From an optimization exercise on the open Yosys and OpenROAD flow, aimed at small area; shortcuts taken in it are not production practice. Function was checked by simulation only, so behaviour that the tests miss may differ from the original. Power is estimated from default activity; no workload was simulated.

## design/flow/config.mk

```make
export PLATFORM = sky130hd
export DESIGN_NAME = dpram_top
export DESIGN_NICKNAME = dpram_top
export VERILOG_FILES = /design/flow/design.v
export SDC_FILE = /design/flow/constraint.sdc
export NUM_CORES = 4
export LEC_CHECK = 0
export CAP_MARGIN = 20
export CORE_MARGIN = 2
export CORE_UTILIZATION = 40
export SLEW_MARGIN = 20
```

## design/flow/constraint.sdc

```tcl
create_clock -name core_clock -period 5.0 [get_ports {clk}]
set_input_delay 1.0000 -clock core_clock [delete_from_list [all_inputs] [get_ports {clk}]]
set_output_delay 1.0000 -clock core_clock [all_outputs]
set_load 0.01 [all_outputs]
```

## design/flow/design.v

```verilog
`default_nettype none
module dpram_param #(
   parameter int unsigned       DATA_W   = 8,
   parameter int unsigned       ADDR_W   = 8,
   parameter int unsigned       DEPTH    = 256,
   parameter int unsigned       RDW_MODE = 0,
   parameter int unsigned       OUT_REG  = 0,
   parameter logic [DATA_W-1:0] INIT_VAL = '0
) (
   input  logic              clk,
   input  logic              rst_n,
   input  logic              clr,
   input  logic              ena,
   input  logic              enb,
   input  logic              wea,
   input  logic              web,
   input  logic [ADDR_W-1:0] addra,
   input  logic [ADDR_W-1:0] addrb,
   input  logic [DATA_W-1:0] dina,
   input  logic [DATA_W-1:0] dinb,
   output logic [DATA_W-1:0] douta,
   output logic [DATA_W-1:0] doutb,
   output logic              ready,
   output logic              collision,
   output logic              addr_err
);
   localparam int unsigned      IDX_W    = (DEPTH > 1) ? $clog2(DEPTH) : 1;
   localparam logic [IDX_W-1:0] LAST_IDX = IDX_W'(DEPTH - 1);
   typedef enum logic [0:0] {S_CLEAR = 1'b0, S_RUN = 1'b1} state_t;
   state_t            state_q, state_d;
   logic [IDX_W-1:0]  cnt_q, cnt_d;
   logic [DATA_W-1:0] mem [DEPTH];
   logic              live;
   logic              in_rng_a, in_rng_b;
   logic              wr_a, wr_b, same_addr;
   logic [IDX_W-1:0]  idx_a, idx_b;
   logic [DATA_W-1:0] rd_a_q, rd_a_d, rd_b_q, rd_b_d;
   logic              collision_q, collision_d;
   logic              addr_err_q, addr_err_d;
   assign live      = (state_q == S_RUN) && !clr;
   assign idx_a     = addra[IDX_W-1:0];
   assign idx_b     = addrb[IDX_W-1:0];
   assign same_addr = (addra == addrb);
   assign wr_a      = live && ena && wea && in_rng_a;
   assign wr_b      = live && enb && web && in_rng_b;
   generate
      if (DEPTH == (1 << ADDR_W)) begin : g_full_depth
         assign in_rng_a = 1'b1;
         assign in_rng_b = 1'b1;
      end else begin : g_part_depth
         localparam logic [ADDR_W:0] DEPTH_C = (ADDR_W + 1)'(DEPTH);
         assign in_rng_a = ({1'b0, addra} < DEPTH_C);
         assign in_rng_b = ({1'b0, addrb} < DEPTH_C);
      end
   endgenerate
   always_comb begin
      state_d = state_q;
      cnt_d   = cnt_q;
      case (state_q)
         S_CLEAR: begin
            cnt_d = cnt_q + 1'b1;
            if (cnt_q == LAST_IDX) begin
               state_d = S_RUN;
               cnt_d   = '0;
            end
         end
         S_RUN: begin
            if (clr) begin
               state_d = S_CLEAR;
               cnt_d   = '0;
            end
         end
         default: begin
            state_d = S_CLEAR;
            cnt_d   = '0;
         end
      endcase
   end
   always_comb begin
      rd_a_d      = rd_a_q;
      rd_b_d      = rd_b_q;
      collision_d = wr_a && wr_b && same_addr;
      addr_err_d  = live && ((ena && !in_rng_a) || (enb && !in_rng_b));
      if (!live) begin
         rd_a_d = '0;
         rd_b_d = '0;
      end else begin
         if (ena) begin
            if (!in_rng_a)                rd_a_d = '0;
            else if (wea && RDW_MODE == 1) rd_a_d = dina;
            else                          rd_a_d = mem[idx_a];
         end
         if (enb) begin
            if (!in_rng_b)                rd_b_d = '0;
            else if (web && RDW_MODE == 1) rd_b_d = (wr_a && same_addr) ? dina : dinb;
            else                          rd_b_d = mem[idx_b];
         end
      end
   end
   always_ff @(posedge clk or negedge rst_n) begin
      if (!rst_n) begin
         state_q     <= S_CLEAR;
         cnt_q       <= '0;
         rd_a_q      <= '0;
         rd_b_q      <= '0;
         collision_q <= 1'b0;
         addr_err_q  <= 1'b0;
      end else begin
         state_q     <= state_d;
         cnt_q       <= cnt_d;
         rd_a_q      <= rd_a_d;
         rd_b_q      <= rd_b_d;
         collision_q <= collision_d;
         addr_err_q  <= addr_err_d;
      end
   end
   always_ff @(posedge clk) begin
      if (state_q == S_CLEAR) begin
         mem[cnt_q] <= INIT_VAL;
      end else begin
         if (wr_b && !(wr_a && same_addr)) mem[idx_b] <= dinb;
         if (wr_a)                         mem[idx_a] <= dina;
      end
   end
   generate
      if (OUT_REG != 0) begin : g_out_reg
         logic [DATA_W-1:0] out_a_q, out_a_d, out_b_q, out_b_d;
         always_comb begin
            out_a_d = live ? rd_a_q : '0;
            out_b_d = live ? rd_b_q : '0;
         end
         always_ff @(posedge clk or negedge rst_n) begin
            if (!rst_n) begin
               out_a_q <= '0;
               out_b_q <= '0;
            end else begin
               out_a_q <= out_a_d;
               out_b_q <= out_b_d;
            end
         end
         assign douta = out_a_q;
         assign doutb = out_b_q;
      end else begin : g_no_out_reg
         assign douta = rd_a_q;
         assign doutb = rd_b_q;
      end
   endgenerate
   assign ready     = (state_q == S_RUN);
   assign collision = collision_q;
   assign addr_err  = addr_err_q;
endmodule
`default_nettype wire
`default_nettype none
module dpram_top (
   input  wire       clk,
   input  wire       rst_n,
   input  wire       clr,
   input  wire       ena,
   input  wire       enb,
   input  wire       wea,
   input  wire       web,
   input  wire [7:0] addra,
   input  wire [7:0] addrb,
   input  wire [7:0] dina,
   input  wire [7:0] dinb,
   output wire [7:0] douta,
   output wire [7:0] doutb,
   output wire       ready,
   output wire       collision,
   output wire       addr_err
);
   dpram_param #(
      .DATA_W(8), .ADDR_W(8), .DEPTH(200), .RDW_MODE(1), .OUT_REG(1), .INIT_VAL(8'h5a)
   ) u_ram (
      .clk(clk), .rst_n(rst_n), .clr(clr), .ena(ena), .enb(enb), .wea(wea), .web(web),
      .addra(addra), .addrb(addrb), .dina(dina), .dinb(dinb),
      .douta(douta), .doutb(doutb), .ready(ready), .collision(collision),
      .addr_err(addr_err)
   );
endmodule
`default_nettype wire
```

## design/flow/run.sh

```bash
#!/bin/bash
# synth_recipe.tcl (not shown) runs the flow's synth.tcl, then flattens the netlist and writes it again
# the make line also repeats each setting of config.mk as NAME=value (left out here)
make -C /OpenROAD-flow-scripts/flow DESIGN_CONFIG=/design/flow/config.mk WORK_HOME=/design/flow/orfs CLKGATE_MAP_FILE= SYNTH_SCRIPT=/design/flow/synth_recipe.tcl finish
```

==> results_dict.tcl <==
set metrics [dict create \
    status "complete, no violations" \
    synth_ff_type "edfxtp_1" \
    fin_crit_ps 4180 \
    cp_top_family "simple AND/OR/NAND/NOR gates" \
    regArea_um2 49100 \
    floorplan.rows 180 \
    drt-total-wl_um 440000 \
    multi_input_area_um2 43600 \
    p_total_w 0.0308 \
    synth_seq_area_share 0.510 \
    gp_congestion 1.08 \
    worstPathMaxFanout 12 \
    antenna_found_initial 62 \
    intPower_w 0.0233 \
    route.detailed.drc 0 \
    cp-start-kind "primary input" \
    hold_violations 0 \
    port_buffers 57 \
    ys_warn_count 1 \
    syn_to_final_growth_pct 13.6 \
    synth_edf_count 1600 \
    ys_async_sr_fraction 0.0262 \
    grt_start_max_net_pins 111 \
    syn_avg_cell_area_um2 11.9 \
    drive_gt1_frac 0.232 \
    worstPathRequired_ps 5500 \
    grt_pass1_wl_um 601000 \
    max_freq_mhz 239 \
    cp-end-kind "flop" \
    drt_first_pass_iters 7 \
    cts_tree "done" \
    pwr-share-clk 0.452 \
    worstPathCellList "clkdlybuf4s50_1, o311ai_4, nand3_4, nor4_4, or2_2, a21o_1, nand3_1, buf_4, o21ai_1" \
    finClkSkew_ps 66.0 \
    ir_drop_mv 0.281 \
    power_frac_seq 0.483 \
    cts_resized 0 \
    rsz0062_at_grt "no" \
    cap_violations 0 \
    cpMaxStageDelayCell "o21ai_1" \
    crit_type "in -> reg" \
    die_h_um 495 \
    min_period_over_period 0.836 \
    hold_class "in -> async" \
    p_per_area_nw_per_um2 282 \
    avgRoutedWirePerCell_um 37.9 \
    slew_headroom 0.130 \
    layout.nets 8268 \
    clk_pin_slew_worst_paths_ps 60 \
    ant_nets 0 \
    chipWidth_um 495 \
    cp.arrival_ps 4680 \
    hpwl_um 298000 \
    synth.distinct_cells 88 \
    p_sw_frac 0.244 \
    cts_inserted_buffers 181 \
    clkSinkCount 1643 \
    synth.top_cell.area_share 0.499 \
    io_pins 58 \
    leakagePower_nw 33.9 \
    setup-violations-final 0 \
    slew_viol_final 0 \
    p_sw_w 0.00753 \
    crit_buf_inv 2 \
    clockBufferDepth 3 \
    yosys.area.top_type "edfxtp_1" \
    synthesis.nets 8150 \
    initial_core_util 0.401 \
    synth_area_leaders "edfxtp_1, mux4_2, o21ai_0" \
    grt_pass1_vias 73400 \
    cts_setup_buffers 0 \
    vias 80000 \
    tightest_slew_ps 1310 \
    tns_ps 0 \
    fillers 21500 \
    syn-instance-count 8110 \
    critical_path.max_stage_delay_ps 670 \
    grt-ovfl-total 0 \
    clkLatencyLatePin_ps 890 \
    grtUsageTotal 0.353 \
    drt-initial-drc-count 15100 \
    via_per_inst 6.88 \
    die_area_um2 245000 \
    syn_area_um2 96300 \
    cts_root_buf "clkbuf_16" \
    core_um2 240000 \
    synth-seq-cells 1643 \
    comb_power_share 0.066 \
    cts_hold_buffers 0 \
    cts.htree.levels 4 \
]
-- registers in the layout, summed over array words and instances (netlist names) --
signal / count
u_ram.mem: 1600
u_ram.cnt_q: 8
u_ram.g_out_reg.out_a_q: 8
u_ram.g_out_reg.out_b_q: 8
u_ram.rd_a_q: 8
u_ram.rd_b_q: 8
u_ram.addr_err_q: 1
u_ram.collision_q: 1
u_ram.state_q: 1
-- Yosys cell counts, types with 11 or more instances --
cell type and instances:
a31oi_1 23, a221oi_1 43, clkbuf_1 458, o21ai_1 18
o22ai_1 39, inv_1 12, nand3_1 30, dfrtp_1 43
mux4_2 786, nand2b_1 26, mux2_2 136, buf_1 35
buf_4 37, mux2i_1 212, nor2b_1 28, a22oi_1 63
nor2_1 1044, buf_2 188, and2_1 29, a211oi_1 18
a22o_1 11, o31ai_1 12, nand2_1 1083, buf_6 48
mux4_1 28, o211ai_1 14, o32ai_1 13, a21oi_1 883
edfxtp_1 1600, o21ai_0 943, nor3_1 42
-- path summary, 6_finish.rpt --
path	from	end	slack (ps)	cells past startpoint
max	addra[4]	u_ram.mem[130][6]	820	9
min	rst_n	u_ram.cnt_q[6]	220	2
max reg2reg	u_ram.state_q	u_ram.mem[177][0]	890	9
min reg2reg	u_ram.rd_a_q[2]	u_ram.g_out_reg.out_a_q[2]	660	2
max in group asynchronous	rst_n	u_ram.rd_a_q[7]	4330	2
min in group core_clock	u_ram.rd_a_q[2]	u_ram.g_out_reg.out_a_q[2]	660	2
-- layer usage --
| metal | global-route usage | vias up | part of all wire |
|---|---|---|---|
| met5 | 0.000391 | - | 0.0010 |
| met4 | 0.232 | 68 | 0.076 |
| met3 | 0.141 | 1518 | 0.16 |
| met2 | 0.498 | 7473 | 0.42 |
| met1 | 0.448 | 39600 | 0.34 |
| li1 | - | 31400 | - |
-- power by group through the flow --
stage                     registers, W  clock network, W  logic [W]
final                           0.0149            0.0139    0.00202
after global routing            0.0149            0.0144    0.00200
after CTS                       0.0149            0.0139    0.00194
after detailed placement        0.0152                 0    0.00193
after global placement          0.0152                 0    0.00193
after floorplan                 0.0152                 0    0.00110
-- metrics by stage --
stage               std cells  instance area (µm²)  utilization  setup WS [ps]  hold WS (ps)
floorplan                8110                96300            -            949           422
global placement        11200               103000        0.430            187           608
detailed placement      11200               103000        0.430           74.4           594
CTS                     11600               109000        0.455            942           207
global route            11600               109000        0.455            824           259
finish                  11600               109000        0.456            821           222
-- placed cells by master, fill, tap and decap left out, drive strengths merged, types with 19 or more instances in the layout --
cell type / n
clkinv: 82
nor2: 1046
mux4: 814
o21ai: 961
edfxtp: 1600
nand2b: 26
clkdlybuf4s50: 38
mux2: 136
dfrtp: 43
o22ai: 39
a221oi: 45
nand2: 1084
a31oi: 23
and2: 29
nand3: 39
diode: 62
clkbuf: 233
buf: 665
nor3: 44
a21oi: 883
mux2i: 214
nor2b: 28
inv: 19
a22oi: 63
bufinv: 19
-- final cells by class --
class                   instances  share of cell area
flip-flops and latches       1643               0.449
multi-input cells            5677               0.399
repair buffers                712              0.0592
clock buffers                 224              0.0440
well taps                    3185              0.0364
clock inverters               114              0.0107
diodes                         62             0.00142
inverters                      13            0.000458
-- logic make-up after synthesis --
group                    share of synthesized area
AO/OA/AOI/OAI                                0.121
AND/OR/NAND/NOR                             0.0985
multiplexers                                 0.230
flip-flops                                   0.510
adder cells (fa/ha/maj)                   0.000130
XOR/XNOR                                  0.000910
buffers and inverters                       0.0396

afterwards: timing with drivers on the ports:
The results above use ideal ports. As a check the final layout listed here was re-extracted and re-timed, cells and wires unchanged.
Step 1, drivers: a clkbuf_16 drives clk and a buf_2 each remaining input, both assumed.
Step 2 times the ports against the registers' clock, not the clock port: input delays grow and output delays shrink by t, the midpoint of the rising clock arrivals with the driver on.
a / b / c = ideal ports / drivers / drivers and shift; a / b = the first two.
t (ns): 0.955
slack for setup (ns): 0.821 / 0.892 / -0.057
worst setup path after step 2: input to register
clock arrival spread, ns: 0.067 / 0.067
cell pins on the clock port's net: 1
With both steps, setup timing fails in this run, where it was met with ideal ports. For this run, drivers alone change the setup slack by +0.071 ns; drivers and shift together by -0.878 ns.
